This is an optimization exercise on Yosys and OpenROAD, whose aim is a short achievable clock period and few clock cycles, not a production implementation. In this exercise RTL edits were held to simulation tests only and were not proved equivalent to the original. No activity file was given, so power comes from the tool's default toggle rates.

**constraint.sdc**
```tcl
create_clock -name core_clock -period 11.0 [get_ports {iCLK}]
set_input_delay 2.2000 -clock core_clock [delete_from_list [all_inputs] [get_ports {iCLK}]]
set_output_delay 2.2000 -clock core_clock [all_outputs]
set_load 0.01 [all_outputs]
```
**flow/margin.txt**
```
7.5
```
**config.mk**
```make
export PLATFORM = sky130hd
export DESIGN_NAME = rvPipeCore
export DESIGN_NICKNAME = rvPipeCore
export VERILOG_FILES = /design/flow/design.v
export SDC_FILE = /design/flow/constraint.sdc
export NUM_CORES = 4
export LEC_CHECK = 0
export ABC_CLOCK_PERIOD_IN_PS = 3000
export CAP_MARGIN = 20
export CORE_MARGIN = 2
export CORE_UTILIZATION = 40
export PLACE_DENSITY = 0.6
export SLEW_MARGIN = 20
```
**standard.sh**
```bash
#!/bin/bash
# synth_recipe.tcl (not shown) runs the flow's synth.tcl, then flattens the netlist and writes it again
# the make line also repeats each setting of config.mk as NAME=value (left out here)
make -C /OpenROAD-flow-scripts/flow DESIGN_CONFIG=/design/flow/config.mk WORK_HOME=/design/flow/orfs CLKGATE_MAP_FILE= SYNTH_SCRIPT=/design/flow/synth_recipe.tcl "${@:-finish}"
```
**flow/run.sh**
```bash
#!/bin/bash
# Standard layout, with repair_timing aiming below the clock period: the
# setup margin makes the resizer keep improving paths past zero slack.
set -euo pipefail
MARGIN=$(cat flow/margin.txt)
bash standard.sh SETUP_SLACK_MARGIN=$MARGIN finish > flow_make.log 2>&1
```
**design.v**
```verilog
`timescale 1ns/1ps
package rvPipePkg;
	localparam int xlen = 32;                  
	typedef logic [xlen-1:0] word_t;           
	typedef logic [4:0]      regAddr_t;        
	typedef logic [31:0]     instr_t;          
	typedef enum logic [3:0] {
		aluAdd, aluSub, aluAnd, aluOr,
		aluXor, aluSlt, aluSll, aluSrl
	} aluOp_t;
	typedef enum logic [1:0] {fwdFromReg, fwdFromEx, fwdFromMem, fwdFromWb} fwdSel_t;
	typedef enum logic [1:0] {wbFromAlu, wbFromPc4, wbFromLoad} wbSel_t;
	typedef enum logic [1:0] {pcSeq, pcBranch, pcJal} pcSel_t;
	localparam logic [6:0] opR      = 7'b0110011;
	localparam logic [6:0] opI      = 7'b0010011;
	localparam logic [6:0] opLoad   = 7'b0000011;
	localparam logic [6:0] opStore  = 7'b0100011;
	localparam logic [6:0] opBranch = 7'b1100011;
	localparam logic [6:0] opJal    = 7'b1101111;
	localparam instr_t nopInstr = 32'h0000_0013;    
	localparam word_t  resetPc  = 32'h0000_0000;
endpackage
`timescale 1ns/1ps
module regFile (
	input  logic        iCLK,
	input  logic        iRST,
	input  logic [31:0] sel1,            
	input  logic [31:0] sel2,
	input  logic [4:0]  rd,
	input  logic [31:0] wdata,
	input  logic        we,              
	output logic [31:0] rdata1,
	output logic [31:0] rdata2,
	output logic [31:0] validNext        
);
	logic [31:0] regs [1:31];
	logic [31:1] valid;
	always_ff @(posedge iCLK or posedge iRST)
	begin
		if (iRST)
			valid <= '0;
		else if (we)
			valid[rd] <= 1'b1;
	end
	always_ff @(posedge iCLK)
	begin
		if (we)
			regs[rd] <= wdata;
	end
	assign validNext = {valid, 1'b0} | (we ? 32'd1 << rd : 32'd0);
	always_comb
	begin
		rdata1 = 32'd0;
		rdata2 = 32'd0;
		for (int i = 1; i < 32; i++)
		begin
			rdata1 = rdata1 | (regs[i] & {32{sel1[i]}});
			rdata2 = rdata2 | (regs[i] & {32{sel2[i]}});
		end
	end
endmodule
`timescale 1ns/1ps
module rvPipeCore (
	input  logic        iCLK,
	input  logic        iRST,
	output logic [31:0] iAddr,
	input  logic [31:0] iData,
	output logic        dRead,
	output logic        dWrite,
	output logic [31:0] dAddr,
	output logic [31:0] dWdata,
	input  logic [31:0] dRdata
);
	localparam logic [6:0] opR      = 7'b0110011;
	localparam logic [6:0] opI      = 7'b0010011;
	localparam logic [6:0] opLoad   = 7'b0000011;
	localparam logic [6:0] opStore  = 7'b0100011;
	localparam logic [6:0] opBranch = 7'b1100011;
	localparam logic [6:0] opJal    = 7'b1101111;
	localparam int nBtb = 4;
	localparam int selAdd = 0, selSub = 1, selAnd = 2, selOr = 3, selXor = 4,
		selSlt = 5, selSll = 6, selSrl = 7;
	logic [31:0] pc;
	logic [nBtb-1:0] btbValid;
	logic [31:2]     btbTag [0:nBtb-1];
	logic [31:0]     btbTgt [0:nBtb-1];
	logic [1:0]      btbNext;                     
	logic        updIns, updInv;                  
	logic [1:0]  updIdx;
	logic [31:2] updTag;
	logic [31:0] updTgt;
	logic        idValid, idHit;
	logic [1:0]  idHitIdx;
	logic [31:0] idInstr, idPc, idImm;
	logic        exWe, exLd, exSt, exBr, exJal, exPred, exBrInv, exHit;
	logic [1:0]  exHitIdx;
	logic [4:0]  exRd;
	logic [31:0] exP, exG, exCA, exCB, exSh, exSd, exAlt, exPc, exTgt;
	logic        exCin, exA31, exB31;
	logic [4:0]  exSll, exSrl;
	logic [7:0]  exOp;
	logic        memWe, memLd, memSt, memLdWe;
	logic [4:0]  memRd;
	logic        wbWe;                            
	logic [4:0]  wbRd;
	logic [31:0] wbRes;
	logic [31:0] memRes, memSd;
	logic [31:0] iAddrQ, dAddrQ;
	logic [nBtb-1:0] hitVec;
	logic            hit;
	logic [1:0]      hitIdx;
	logic [31:0]     hitTgt;
	always_comb
	begin
		hitTgt = 32'd0;
		hitIdx = 2'd0;
		for (int i = 0; i < nBtb; i++)
		begin
			hitVec[i] = btbValid[i] && btbTag[i] == pc[31:2];
			if (hitVec[i])
			begin
				hitTgt = hitTgt | btbTgt[i];
				hitIdx = hitIdx | 2'(i);
			end
		end
		hit = |hitVec;
	end
	logic [6:0]  opcode;
	logic [2:0]  funct3;
	logic [4:0]  rs1, rs2, rd;
	logic        isR, isI, isLd, isSt, isBr, isJal, jal4, isShl, isShr;
	logic        useRs1, useRs2, writes;
	logic [31:0] immI, immS, immB, immJ;
	logic [31:0] rdata1, rdata2, memVal, aluOut;
	logic [31:0] fwd1, fwd2, opB;
	logic [31:0] idTarget, idPc4;
	logic        predTaken, staticTaken, hitWrong;
	logic        stall, idRedirect;
	logic        idFwdEx1, idFwdEx2, idFwdMem1, idFwdMem2, idFwdWb1, idFwdWb2;
	logic [31:0] idSel1, idSel2, idRaw1, idRaw2, validNext;
	logic [7:0]  aluSel;
	logic        exMispredict;
	assign opcode = idInstr[6:0];
	assign funct3 = idInstr[14:12];
	assign rd     = idInstr[11:7];
	assign rs1    = idInstr[19:15];
	assign rs2    = idInstr[24:20];
	assign isR   = idValid && opcode == opR;
	assign isI   = idValid && opcode == opI;
	assign isLd  = idValid && opcode == opLoad;
	assign isSt  = idValid && opcode == opStore;
	assign isBr  = idValid && opcode == opBranch && immB != 32'd4;
	assign isJal = idValid && opcode == opJal;
	assign jal4  = immJ == 32'd4;              
	assign isShl = (isR || isI) && funct3 == 3'b001;
	assign isShr = (isR || isI) && funct3 == 3'b101;
	assign useRs1 = (isR || isI || isLd || isSt || isBr) && rs1 != 5'd0;
	assign useRs2 = (isR || isSt || isBr) && rs2 != 5'd0;
	assign writes = (isR || isI || isLd || isJal) && rd != 5'd0;
	assign immI = {{20{idInstr[31]}}, idInstr[31:20]};
	assign immS = {{20{idInstr[31]}}, idInstr[31:25], idInstr[11:7]};
	assign immB = {{19{idInstr[31]}}, idInstr[31], idInstr[7], idInstr[30:25],
		idInstr[11:8], 1'b0};
	assign immJ = {{11{idInstr[31]}}, idInstr[31], idInstr[19:12], idInstr[20],
		idInstr[30:21], 1'b0};
	assign idTarget = idPc + idImm;
	assign idPc4    = idPc + 32'd4;
	assign staticTaken = (isJal && !jal4) || (isBr && (idInstr[31] || (rs1 == rs2 && !funct3[0])));
	assign hitWrong    = idValid && idHit && !(isJal && !jal4) && !isBr;
	assign predTaken   = idHit ? !hitWrong : staticTaken;
	assign memVal = memLdWe ? dRdata : memRes;
	regFile uRegs (.iCLK, .iRST, .sel1(idSel1), .sel2(idSel2), .rd(wbRd), .wdata(wbRes),
		.we(wbWe), .rdata1, .rdata2, .validNext);
	always_comb
	begin
		if (idFwdEx1)
			fwd1 = aluOut;
		else if (idFwdMem1)
			fwd1 = memVal;
		else if (idFwdWb1)
			fwd1 = wbRes;
		else
			fwd1 = rdata1;
		if (idFwdEx2)
			fwd2 = aluOut;
		else if (idFwdMem2)
			fwd2 = memVal;
		else if (idFwdWb2)
			fwd2 = wbRes;
		else
			fwd2 = rdata2;
	end
	assign opB = (isI || isLd) ? immI : (isSt ? immS : (isJal ? 32'd4 : fwd2));
	logic [31:0] aIn, bInv;
	logic        subIn;
	assign aIn   = isJal ? idPc : fwd1;
	assign subIn = aluSel[selSub] || aluSel[selSlt];
	assign bInv  = opB ^ {32{subIn}};
	logic [6:0]  fOp;
	logic [4:0]  fRs1, fRs2;
	logic        fBr, fUse1, fUse2, fIdValid;
	assign fOp   = iData[6:0];
	assign fRs1  = iData[19:15];
	assign fRs2  = iData[24:20];
	assign fBr   = fOp == opBranch && {iData[31], iData[7], iData[30:25], iData[11:8]} != 12'd2;
	assign fUse1 = (fOp == opR || fOp == opI || fOp == opLoad || fOp == opStore || fBr) &&
		fRs1 != 5'd0;
	assign fUse2 = (fOp == opR || fOp == opStore || fBr) && fRs2 != 5'd0;
	assign fIdValid = !exMispredict && !idRedirect;
	always_ff @(posedge iCLK or posedge iRST)
	begin
		if (iRST)
		begin
			stall     <= 1'b0;
			idFwdEx1  <= 1'b0;
			idFwdEx2  <= 1'b0;
			idFwdMem1 <= 1'b0;
			idFwdMem2 <= 1'b0;
			idFwdWb1  <= 1'b0;
			idFwdWb2  <= 1'b0;
		end
		else if (stall)
		begin
			stall     <= 1'b0;                
			idFwdEx1  <= 1'b0;
			idFwdEx2  <= 1'b0;
			idFwdMem1 <= exWe && exRd == rs1;
			idFwdMem2 <= exWe && exRd == rs2;
			idFwdWb1  <= memWe && memRd == rs1;
			idFwdWb2  <= memWe && memRd == rs2;
		end
		else
		begin
			stall     <= fIdValid && isLd && writes &&
				((fUse1 && fRs1 == rd) || (fUse2 && fRs2 == rd));
			idFwdEx1  <= writes && !exMispredict && rd == fRs1;
			idFwdEx2  <= writes && !exMispredict && rd == fRs2;
			idFwdMem1 <= exWe && exRd == fRs1;
			idFwdMem2 <= exWe && exRd == fRs2;
			idFwdWb1  <= memWe && memRd == fRs1;
			idFwdWb2  <= memWe && memRd == fRs2;
		end
	end
	function automatic logic [31:0] oneHot(logic [4:0] r);
		oneHot = 32'd1 << r;
	endfunction
	always_ff @(posedge iCLK)
	begin
		idSel1 <= (stall ? idRaw1 : oneHot(iData[19:15])) & validNext;
		idSel2 <= (stall ? idRaw2 : oneHot(iData[24:20])) & validNext;
	end
	assign idRedirect = ((staticTaken && !idHit) || hitWrong) && !stall;
	always_comb
	begin
		aluSel = 8'd0;
		if (isR || isI)
		begin
			case (funct3)
				3'b000:  aluSel[(isR && idInstr[30]) ? selSub : selAdd] = 1'b1;
				3'b001:  aluSel[selSll] = 1'b1;
				3'b010:  aluSel[selSlt] = 1'b1;
				3'b011:  aluSel[selAdd] = 1'b1;
				3'b100:  aluSel[selXor] = 1'b1;
				3'b101:  aluSel[selSrl] = 1'b1;
				3'b110:  aluSel[selOr]  = 1'b1;
				default: aluSel[selAnd] = 1'b1;
			endcase
		end
		else
			aluSel[selAdd] = 1'b1;         
	end
	logic [31:0] sum;
	logic        brTaken;
	logic [31:0] pg [0:5];
	logic [31:0] gg [0:5];
	logic [31:0] carry;
	always_comb
	begin
		pg[0] = exP;
		gg[0] = exG;
		for (int l = 0; l < 5; l++)
			for (int i = 0; i < 32; i++)
				if (i >= (1 << l))
				begin
					gg[l+1][i] = gg[l][i] | (pg[l][i] & gg[l][i - (1 << l)]);
					pg[l+1][i] = pg[l][i] & pg[l][i - (1 << l)];
				end
				else
				begin
					gg[l+1][i] = gg[l][i];
					pg[l+1][i] = pg[l][i];
				end
		carry = {gg[5][30:0], exCin};               
	end
	assign sum = exP ^ carry;
	always_comb
	begin
		aluOut = 32'd0;
		if (exOp[selAdd] || exOp[selSub]) aluOut = aluOut | sum;
		if (exOp[selAnd]) aluOut = aluOut | exG;
		if (exOp[selOr])  aluOut = aluOut | (exG | exP);
		if (exOp[selXor]) aluOut = aluOut | exP;
		if (exOp[selSlt]) aluOut = aluOut | {31'd0, (exA31 ^ exB31) ? exA31 : sum[31]};
		if (exOp[selSll]) aluOut = aluOut | (exSh << exSll);
		if (exOp[selSrl]) aluOut = aluOut | (exSh >> exSrl);
	end
	assign brTaken      = (exCA == exCB) ^ exBrInv;
	assign exMispredict = exBr && (brTaken != exPred);
	logic [31:0] pcNext, pcOther;
	logic        takeTarget;
	assign takeTarget = staticTaken && !idHit;
	assign pcOther    = hitWrong ? idPc4 : (hit ? hitTgt : pc + 32'd4);
	assign pcNext     = takeTarget ? idTarget : pcOther;
	logic [31:0] pcD;
	assign pcD = exMispredict ? exAlt : (stall ? pc : pcNext);
	always_ff @(posedge iCLK or posedge iRST)
	begin
		if (iRST)
		begin
			pc      <= 32'd0;
			idValid <= 1'b0;
		end
		else
		begin
			pc <= pcD;
			if (exMispredict)
				idValid <= 1'b0;
			else if (!stall)
				idValid <= !idRedirect;
		end
	end
	always_ff @(posedge iCLK)
		iAddrQ <= iRST ? 32'd0 : pcD;
	always_ff @(posedge iCLK)
	begin
		if (!stall)
		begin
			idInstr  <= iData;
			idRaw1   <= oneHot(iData[19:15]);
			idRaw2   <= oneHot(iData[24:20]);
			idImm    <= iData[3] ? {{11{iData[31]}}, iData[31], iData[19:12], iData[20],
				iData[30:21], 1'b0} : {{19{iData[31]}}, iData[31], iData[7], iData[30:25],
				iData[11:8], 1'b0};
			idPc     <= pc;
			idHit    <= hit;
			idHitIdx <= hitIdx;
		end
	end
	assign iAddr = iAddrQ;
	always_ff @(posedge iCLK or posedge iRST)
	begin
		if (iRST)
		begin
			btbValid <= '0;
			btbNext  <= 2'd0;
			updIns   <= 1'b0;
			updInv   <= 1'b0;
		end
		else
		begin
			updIns <= (exJal || (exBr && brTaken)) && !exHit;
			updInv <= exBr && exHit && !brTaken;
			if (updIns)
			begin
				btbValid[btbNext] <= 1'b1;
				btbNext           <= btbNext + 2'd1;
			end
			if (updInv)
				btbValid[updIdx] <= 1'b0;
		end
	end
	always_ff @(posedge iCLK)
	begin
		updIdx <= exHitIdx;
		updTag <= exPc[31:2];
		updTgt <= exTgt;
		if (updIns)
		begin
			btbTag[btbNext] <= updTag;
			btbTgt[btbNext] <= updTgt;
		end
	end
	always_ff @(posedge iCLK or posedge iRST)
	begin
		if (iRST)
		begin
			exWe  <= 1'b0;
			exLd  <= 1'b0;
			exSt  <= 1'b0;
			exBr  <= 1'b0;
			exJal <= 1'b0;
		end
		else
		begin
			exWe  <= writes && !stall && !exMispredict;
			exLd  <= isLd && !stall && !exMispredict;
			exSt  <= isSt && !stall && !exMispredict;
			exBr  <= isBr && !stall && !exMispredict;
			exJal <= isJal && !jal4 && !stall && !exMispredict;
		end
	end
	always_ff @(posedge iCLK)
	begin
		exRd     <= rd;
		exOp     <= aluSel;
		exPred   <= predTaken;
		exHit    <= idHit;
		exHitIdx <= idHitIdx;
		exBrInv  <= funct3[0];
		exAlt    <= predTaken ? idPc4 : idTarget;
		exPc     <= idPc;
		exTgt    <= idTarget;
		exP      <= aIn ^ bInv;
		exG      <= {aIn[31:1] & bInv[31:1], (aIn[0] & bInv[0]) | ((aIn[0] ^ bInv[0]) & subIn)};
		exCin    <= subIn;
		exA31    <= aIn[31];
		exB31    <= opB[31];
		exCA     <= isBr ? fwd1 : 32'd0;
		exCB     <= isBr ? fwd2 : 32'd0;
		exSh     <= (isShl || isShr) ? fwd1 : 32'd0;
		exSll    <= isShl ? opB[4:0] : 5'd0;
		exSrl    <= isShr ? opB[4:0] : 5'd0;
		exSd     <= fwd2;
	end
	always_ff @(posedge iCLK or posedge iRST)
	begin
		if (iRST)
		begin
			memWe   <= 1'b0;
			memLd   <= 1'b0;
			memSt   <= 1'b0;
			memLdWe <= 1'b0;
		end
		else
		begin
			memWe   <= exWe;
			memLd   <= exLd;
			memSt   <= exSt;
			memLdWe <= exLd && exWe;       
		end
	end
	always_ff @(posedge iCLK)
	begin
		memRd  <= exRd;
		memRes <= aluOut;
		memSd  <= exSd;
		dAddrQ <= (exLd || exSt) ? aluOut : 32'd0;    
	end
	always_ff @(posedge iCLK or posedge iRST)
	begin
		if (iRST)
			wbWe <= 1'b0;
		else
			wbWe <= memWe;
	end
	always_ff @(posedge iCLK)
	begin
		wbRd  <= memRd;
		wbRes <= memVal;
	end
	assign dRead  = memLd;
	assign dWrite = memSt;
	assign dAddr  = dAddrQ;
	assign dWdata = memSd;
endmodule
```
==> run_results.csv, run 1 <==
group,metric,value,unit
logic_synthesis,synth.cell_area,85600,sq um
finish,most_frequent_standard_cell_in_the_layout_excluding_fill_and_tap_cells,"sky130_fd_sc_hd__edfxtp_1",
finish,largest_register_ff_count,992,
cts,cts_buf_count,210,
cts,clkTransAtPathRegs,0.06,ns
floorplan,std_cell_rows,169,
finish,design.final.nets,6920,
logic_synthesis,synthDistinctLibCells,94,
routing,drtAntennaViolNets,0,
finish,areaGrowthSynthToFinish,18.06,%
critical_path,worstPathCellList,"buf_6",
critical_path,worst_ep_arrival_time,1.51,ns
routing,route.final.wire_length,382900,microns
power_and_ir_drop,power.share.sequential,0.502,
min_path,min_path_type,"reg -> reg",
critical_path,worst-path-buf-inv,1,
critical_path,worst_setup_path_end_kind,"primary output",
critical_path,crit_fanout,1,
routing,post_route_drc,0,
finish,largest_registers,"uRegs.regs: 992 flops, btbTgt: 128 flops, btbTag: 120 flops",
logic_synthesis,synth_top_area_frac,0.4630,
finish,fill_cell_total_of_the_finished_layout,18458,
sta,setup_viol,0,
cts,clk_root_buffer_cell,"sky130_fd_sc_hd__clkbuf_16",
sta,rsz0062_at_grt,"true",
sta,finalClockSkew,0.07347,ns
cts,cts-root-to-sink-buffers,3,
finish,drive_above_1_share,0.1899,
cts,clock_latency_at_the_later_pin_of_the_worst_skew_pair,0.92,ns
power_and_ir_drop,net-switching-power,5.184,mW
routing,first_drt_iteration_drcs,13827,
logic_synthesis,synth_area_leaders,"sky130_fd_sc_hd__edfxtp_1 46%, sky130_fd_sc_hd__dfxtp_1 16%, sky130_fd_sc_hd__a22o_1 3.9%",
floorplan,effective_utilization_at_floorplan,0.4028,
power_and_ir_drop,internal_power,13.94,mW
critical_path,critPathLaunchType,"flip-flop",
logic_synthesis,avg_inst_size_synth,13.15,sq um
sta,final_max_slew_viol_count,0,
logic_synthesis,postSynth.asyncResetShare,0.04273,
cts,cts_sinks,2083,
routing,via_per_inst,6.919,
global_routing,grt_start_max_net_pins,77,
routing,pre_antenna_drt_iters,9,
place,buffer_ports.inserted,163,
floorplan,die_area,217700,sq um
finish,layout_common_cells,"1320 x sky130_fd_sc_hd__edfxtp_1, 515 x sky130_fd_sc_hd__dfxtp_1, 382 x sky130_fd_sc_hd__a22o_1, 373 x sky130_fd_sc_hd__a22oi_1, 340 x sky130_fd_sc_hd__a221oi_1",
global_routing,global_route.usage.total,0.3355,
finish,registers.top_by_ff_count,"uRegs.regs",
sta,max_freq,0.2695,GHz
sta,max_slew.worst_pin.slew,1.215,ns
run_status,outcome,"no timing/DRC/antenna violations",
logic_synthesis,number_of_standard_cells_after_synthesis,6511,
critical_path,worstSetupPathType,"reg -> out",
routing,drt-wirelength-per-cell,39.11,microns
routing,num_vias,67737,
place,dp_hpwl,218200,microns
run,cap_violations,0,
sta,period_minus_slack,3.710,ns
critical_path,crit_path_max_incr_delay,0.48,ns
power_and_ir_drop,vdd_ir_drop_max,0.1710,mV
floorplan,die_height,466.6,microns
logic_synthesis,most_area_hungry_cell_type_in_the_yosys_netlist,"sky130_fd_sc_hd__edfxtp_1",
power_and_ir_drop,share_clk_of_total_power,0.381,
global_routing,antenna_found_initial,26,
logic_synthesis,synth_seq_cells,2083,
logic_synthesis,synth_warnings,4,
floorplan,top_level_ports,164,
sta,timing_hold_violations_final,0,
floorplan,die_x,466.6,microns
cts,cts_tree,"built",
critical_path,critical-path-slowest-cell,"sky130_fd_sc_hd__dfrtp_2",
power_and_ir_drop,switching_share,0.2711,
logic_synthesis,synth.yosys.seq_area_share,0.6467,
place,finalWeightedCongestion,0.9557,
cts,h_tree_level_count,4,
floorplan,placeableCoreArea,212500,sq um
sta,headroom_to_the_max_slew_limit,0.1902,
logic_synthesis,number_of_synthesized_flops_with_an_enable_pin,1320,
critical_path,worstPathRequired,8.80,ns
power_and_ir_drop,final_total_power,19.12,mW
logic_synthesis,synthesis.nets,6663,
sta,finalCritPeriodShare,0.3373,
critical_path,critical_path.top_delay_family,"flip-flops",
global_routing,grt_pass1_wl,510500,microns
power_and_ir_drop,power_per_cell_area,189.2,nW/um^2
cts,hold_buffers,0,
global_routing,grt_pass1_vias,62948,
global_routing,globalRouteOverflowTotal,0,
sta,final.setup.tns,0,ns
power_and_ir_drop,power_frac_comb,0.116,
power_and_ir_drop,leakagePower,35.35,nW
logic_synthesis,most_used_dff_post_synth,"sky130_fd_sc_hd__edfxtp_1",
power by group through the flow:
stage	Combinational [mW]	Sequential, mW	Clock [mW]
floorplan	1.22	9.42	0
finish	2.23	9.61	7.29
detailed placement	1.87	9.80	0
CTS	2.02	9.61	7.29
global route	2.34	9.64	7.62
global placement	1.86	9.79	0
metrics by stage:
stage               std cells  hold WS, ns  setup slack (ns)  instance area [sq um]  utilization
finish                   9790       0.3159             7.290                 101100       0.4756
global route             9770       0.3276             7.260                 101000       0.4753
CTS                      9691       0.3167             7.273                  99290       0.4672
detailed placement       9244       0.3121             6.127                  90870       0.4276
global placement         9244       0.3097             6.127                  90850       0.4275
floorplan                6511       0.3096             7.359                  85630            -
final cells by class:
type,instances,area (sq um),share of cell area
sequential,2083,55710,0.5513
multi-input combinational,3907,29930,0.2961
clock buffer,281,5831,0.05769
timing repair buffer,475,4507,0.04460
tap,2821,3530,0.03493
clock inverter,109,1122,0.01111
inverter,91,376.6,0.003727
antenna,23,57.56,0.0005695
cell usage after synthesis, drive strengths merged, types with 9 or more instances:
master   number
edfxtp     1320
dfxtp       674
a22o        382
a22oi       373
a221oi      349
clkbuf      330
nor2        294
a21oi       284
nand2       280
xnor2       213
nand4       180
o21ai       169
nand3       120
nor2b       114
xor2        111
buf         103
dfrtp        89
inv          89
ha           85
mux2         85
mux2i        82
o21a         80
o32ai        66
nor3         65
and2         60
a211oi       54
nor4         37
o21bai       36
mux4         33
a21o         32
and3         32
o211ai       31
a31oi        30
nand2b       22
a222oi       16
a221o        14
or2          14
or3          14
a2111oi      10
a21boi       10
o31ai        10
a32o          9
and4          9
repair_timing:
| action | CTS | global route |
|---|---|---|
| pin swaps | 31 | 58 |
| endpoints found under the setup margin | 450 | 230 |
| setup buffers | 53 | 70 |
| gates resized for setup | 768 | 219 |
| cloned | 4 | 5 |
cells by family (layout without fill, tap and decap cells):
logic type      count (synthesis)  after routing  share of synthesized area
buf+inv                       524            956                    0.02439
fa+ha+maj                      86             86                    0.01266
flops                        2083           2083                     0.6467
compound gates               2019           2020                     0.1777
other cells                     0             23                          0
xor+xnor                      325            325                    0.03341
simple gates                 1274           1276                    0.07568
mux                           200            200                    0.02945
layer usage:
layer / share of wire / GRT usage
met5: 0.00057 / 0.001318
met3: 0.15 / 0.1280
met4: 0.072 / 0.1900
met1: 0.35 / 0.4177
met2: 0.43 / 0.4985
final timing paths:
check                            from         endpoint  slack (ns)  cells after the start
max                             memSt           dWrite        7.29                      1
min in group asynchronous        iRST           pc[19]        1.66                      2
max in group asynchronous        iRST  uRegs.valid[26]        8.53                      3
min reg2reg                 exTgt[17]       updTgt[17]        0.32                      0
min                         exTgt[17]       updTgt[17]        0.32                      0
max reg2reg                idSel1[18]          exP[27]        7.42                     10
Testbench counts, summed over its fixed seeds: cycles 60,048.
==> run 2, diff against run 1 <==
--- a/design.v
+++ b/design.v
@@ -428,6 +428,4 @@
 		begin
 			memWe   <= 1'b0;
-			memLd   <= 1'b0;
-			memSt   <= 1'b0;
 			memLdWe <= 1'b0;
 		end
@@ -435,6 +433,4 @@
 		begin
 			memWe   <= exWe;
-			memLd   <= exLd;
-			memSt   <= exSt;
 			memLdWe <= exLd && exWe;       
 		end
@@ -459,4 +455,9 @@
 		wbRes <= memVal;
 	end
+	always_ff @(posedge iCLK)
+	begin
+		memLd <= exLd && !iRST;
+		memSt <= exSt && !iRST;
+	end
 	assign dRead  = memLd;
 	assign dWrite = memSt;
==> flow/margin.txt (replaced) <==
7.6
--- a/config.mk
+++ b/config.mk
@@ -9,5 +9,5 @@
 export CAP_MARGIN = 20
 export CORE_MARGIN = 2
-export CORE_UTILIZATION = 40
-export PLACE_DENSITY = 0.6
+export CORE_UTILIZATION = 45
+export PLACE_DENSITY = 0.65
 export SLEW_MARGIN = 20
==> run 2 against run 1 <==
  * Global-route usage is 3.1 points higher
  * Highest routed layer unchanged
  * Clock skew is 0.023 ns higher
  * Routed wire length is 3.9% lower
  * Synthesized cell count is 0.15% lower
  * Critical endpoint is now iAddr[30]
  * Synthesized area is 0.27% higher
  * Largest power group unchanged
  * Flip-flop and latch count stayed put
  * Non-clock buffer count stayed put
  * Final area is 0.98% higher
  * Critical path depth stayed put
  * Largest cell class unchanged
  * Setup slack better by 0.11 ns
  * Count of clock-buffer cells in the layout is 8 lower
  * Die area is 11% lower
==> run_results.csv, run 2 <==
group,metric,value,unit
run_status,outcome,"no timing/DRC/antenna violations",
power_and_ir_drop,power_per_cell_area,185.8,nW/um^2
global_routing,grt_pass1_wl,498600,microns
logic_synthesis,synth.cell_area,85840,sq um
sta,fin_hold_ws,0.2864,ns
logic_synthesis,synth_seq_cells,2083,
power_and_ir_drop,internal_power,13.95,mW
logic_synthesis,synthDistinctLibCells,97,
min_path,min_path_type,"reg -> reg",
finish,layout_common_cells,"1320 x sky130_fd_sc_hd__edfxtp_1, 506 x sky130_fd_sc_hd__dfxtp_1, 375 x sky130_fd_sc_hd__a22o_1, 341 x sky130_fd_sc_hd__a22oi_1, 330 x sky130_fd_sc_hd__a221oi_1",
logic_synthesis,synth_adder_area_share,0.01289,
sta,max_slew.worst_pin.slew,1.166,ns
finish,design.final.nets,6902,
cts,clock_latency_at_the_later_pin_of_the_worst_skew_pair,0.90,ns
global_routing,antenna_found_initial,24,
critical_path,worstPathRequired,8.80,ns
routing,drt-wirelength-per-cell,38.89,microns
logic_synthesis,synthesis.nets,6654,
global_routing,grt_pass1_vias,63549,
finish,fill_cell_total_of_the_finished_layout,15581,
logic_synthesis,synth_warnings,4,
floorplan,effective_utilization_at_floorplan,0.4523,
sta,finalClockSkew,0.09663,ns
run,cap_violations,0,
routing,num_vias,68141,
finish,largest_register_ff_count,992,
finish,most_frequent_standard_cell_in_the_layout_excluding_fill_and_tap_cells,"sky130_fd_sc_hd__edfxtp_1",
critical_path,regToRegSetupSlack,7.48,ns
critical_path,critical-path-slowest-cell,"sky130_fd_sc_hd__dfxtp_4",
logic_synthesis,number_of_standard_cells_after_synthesis,6501,
critical_path,crit_fanout,1,
critical_path,path_depth,1,
logic_synthesis,synth_area_leaders,"sky130_fd_sc_hd__edfxtp_1 46%, sky130_fd_sc_hd__dfxtp_1 16%, sky130_fd_sc_hd__a22o_1 3.8%",
cts,clk_root_buffer_cell,"sky130_fd_sc_hd__clkbuf_16",
critical_path,critical_path.top_delay_family,"flip-flops",
logic_synthesis,synth.yosys.seq_area_share,0.6448,
min_path,worst_hold_path.num_cells,0,
critical_path,critical_path.reg2reg.startpoint,"idFwdWb1",
floorplan,std_cell_rows,160,
finish,areaGrowthSynthToFinish,18.89,%
cts,cts_tree,"built",
sta,finalCritPeriodShare,0.3273,
critical_path,r2r_end,"exP[26]",
sta,rsz0062_at_grt,"true",
cts,cts_buf_count,204,
logic_synthesis,avg_inst_size_synth,13.20,sq um
place,buffer_ports.inserted,163,
floorplan,die_height,440.7,microns
global_routing,global_route.usage.total,0.3662,
logic_synthesis,postSynth.asyncResetShare,0.04177,
sta,headroom_to_the_max_slew_limit,0.2218,
global_routing,grt_start_max_net_pins,83,
critical_path,worst_setup_path_endpoint,"iAddr[30]",
floorplan,die_area,194300,sq um
critical_path,worst_ep_arrival_time,1.40,ns
logic_synthesis,synth-compound-area-share,0.1753,
logic_synthesis,synth_common_cells,"1320 x sky130_fd_sc_hd__edfxtp_1, 676 x sky130_fd_sc_hd__dfxtp_1, 376 x sky130_fd_sc_hd__a22o_1",
place,finalWeightedCongestion,0.9809,
finish,registers.top_by_ff_count,"uRegs.regs",
critical_path,worst_setup_path_end_kind,"primary output",
logic_synthesis,synth_top_area_frac,0.4618,
critical_path,cp-startpoint,"iAddrQ[30]",
power_and_ir_drop,share_clk_of_total_power,0.393,
floorplan,die_x,440.7,microns
critical_path,crit_path_max_incr_delay,0.39,ns
logic_synthesis,number_of_synthesized_flops_with_an_enable_pin,1320,
routing,route.final.wire_length,367800,microns
logic_synthesis,synth-simple-area-share,0.07647,
power_and_ir_drop,power_frac_comb,0.105,
floorplan,placeableCoreArea,189800,sq um
finish,seqCellArea,55730,sq um
power_and_ir_drop,switching_share,0.2646,
cts,cts-root-to-sink-buffers,3,
routing,pre_antenna_drt_iters,9,
power_and_ir_drop,final_total_power,18.97,mW
sta,final.setup.tns,0,ns
critical_path,worstSetupPathType,"reg -> out",
logic_synthesis,synth.mux.area_fraction,0.03393,
sta,max_freq,0.2778,GHz
finish,largest_registers,"uRegs.regs: 992 flops, btbTgt: 128 flops, btbTag: 120 flops",
cts,h_tree_level_count,4,
critical_path,reg2regPathDepth,9,
critical_path,worstPathCellList,"buf_6",
floorplan,top_level_ports,164,
sta,setup_viol,0,
finish,postLayoutCoreUtil,0.5377,
cts,clkTransAtPathRegs,0.07,ns
power_and_ir_drop,leakagePower,35.81,nW
critical_path,worst-path-buf-inv,1,
place,dp_hpwl,211400,microns
logic_synthesis,most_used_dff_post_synth,"sky130_fd_sc_hd__edfxtp_1",
logic_synthesis,main_combinational_cell_family_by_area_after_synthesis,"compound AO/OA/AOI/OAI gates",
power_and_ir_drop,net-switching-power,5.019,mW
cts,cts_sinks,2083,
finish,drive_above_1_share,0.2104,
sta,period_minus_slack,3.600,ns
routing,first_drt_iteration_drcs,13730,
logic_synthesis,synth_area_in_xor_xnor,0.03287,
routing,drtAntennaViolNets,0,
routing,post_route_drc,0,
global_routing,globalRouteOverflowTotal,0,
sta,final_max_slew_viol_count,0,
power_and_ir_drop,vdd_ir_drop_max,0.1651,mV
routing,via_per_inst,7.205,
logic_synthesis,most_area_hungry_cell_type_in_the_yosys_netlist,"sky130_fd_sc_hd__edfxtp_1",
critical_path,critPathLaunchType,"flip-flop",
sta,timing_hold_violations_final,0,
power_and_ir_drop,power.share.sequential,0.502,
finish,multi_input_area,31060,sq um
logic_synthesis,post-synth-top-count-cell,"sky130_fd_sc_hd__edfxtp_1",
## run 2: metrics by stage
stage,instance area [sq um],setup slack [ns],instances
floorplan,86010,7.366,6501
global placement,90750,6.376,8900
detailed placement,90790,6.370,8902
CTS,99980,7.368,9372
global route,102000,7.374,9446
finish,102100,7.400,9458
## run 2: power by group through the flow
stage | Combinational, mW | Sequential, mW | Clock (mW)
2_1_floorplan | 1.13 | 9.33 | 0
3_3_place_gp | 1.64 | 9.70 | 0
3_5_place_dp | 1.66 | 9.72 | 0
4_1_cts | 1.83 | 9.51 | 7.44
5_1_grt | 2.11 | 9.55 | 7.75
6_report | 1.99 | 9.52 | 7.46
## run 2: cell type report
class,instances,share of cell area
Inverter,96,0.003813
Clock buffer,273,0.05640
Multi-Input combinational cell,3889,0.3043
Timing Repair Buffer,475,0.04430
Tap cell,2511,0.03079
Clock inverter,117,0.01396
Antenna cell,14,0.0003433
Sequential cell,2083,0.5461
## run 2: cell families (layout without fill, tap and decap cells)
group,Yosys count,after routing
flip-flops,2083,2083
AO/OA/AOI/OAI,1978,1978
AND/OR/NAND/NOR,1300,1301
buffers and inverters,530,961
XOR/XNOR,319,319
multiplexers,203,203
adder cells (fa/ha/maj),88,88
other,0,14
## run 2: worst min-delay path by stage
stage	endpoint	slack [ns]	from
6_report	updTgt[1]	0.29	exTgt[1]
5_1_grt	updTgt[1]	0.29	exTgt[1]
4_1_cts	updTgt[1]	0.28	exTgt[1]
3_5_place_dp	memSd[25]	0.31	exSd[25]
3_3_place_gp	updTag[15]	0.31	exPc[15]
2_1_floorplan	memSd[0]	0.31	exSd[0]
## run 2: repair_timing
item	in CTS	in global routing
hold buffers	0	0
endpoints found under the setup margin	443	270
pin swaps	41	83
gates cloned	7	2
resized for setup	795	310
setup buffers	73	68
## run 2: layer usage
layer  share of wire  routed length (microns)  GRT usage
met5         0.00093                      343   0.002233
met4           0.088                    32320     0.2497
met3            0.15                    55920     0.1437
met2            0.43                   156500     0.5386
met1            0.33                   122800     0.4422
Testbench counts of run 2, summed over its fixed seeds: cycles 60,048.

## afterwards: timing with drivers on the ports
The flow's constraints put no driver on any port. The routed layouts listed below were extracted and timed again, unchanged, in two steps.
Step 1 sets driving cells, clkbuf_16 on the clock port and buf_2 on the other inputs (assumed; they add their load-dependent delay and slew).
Step 2, shift: input delay + t, output delay - t, t = (earliest + latest rising clock arrival at the registers) / 2. This alone moves slack from input paths to output paths.
Three values: no drivers, after step 1, after step 2; two values: the first two.
run	t (ns)	slack for setup (ns)	worst slew at a driven data input, ns
run 1	0.963	7.290 / 7.208 / 6.547	0.09
run 2	0.942	7.400 / 7.311 / 6.702	0.15
After both steps setup and hold are still met in every run listed. For run 1, which loses most, drivers alone change the setup slack by -0.082 ns; drivers and shift together by -0.743 ns.
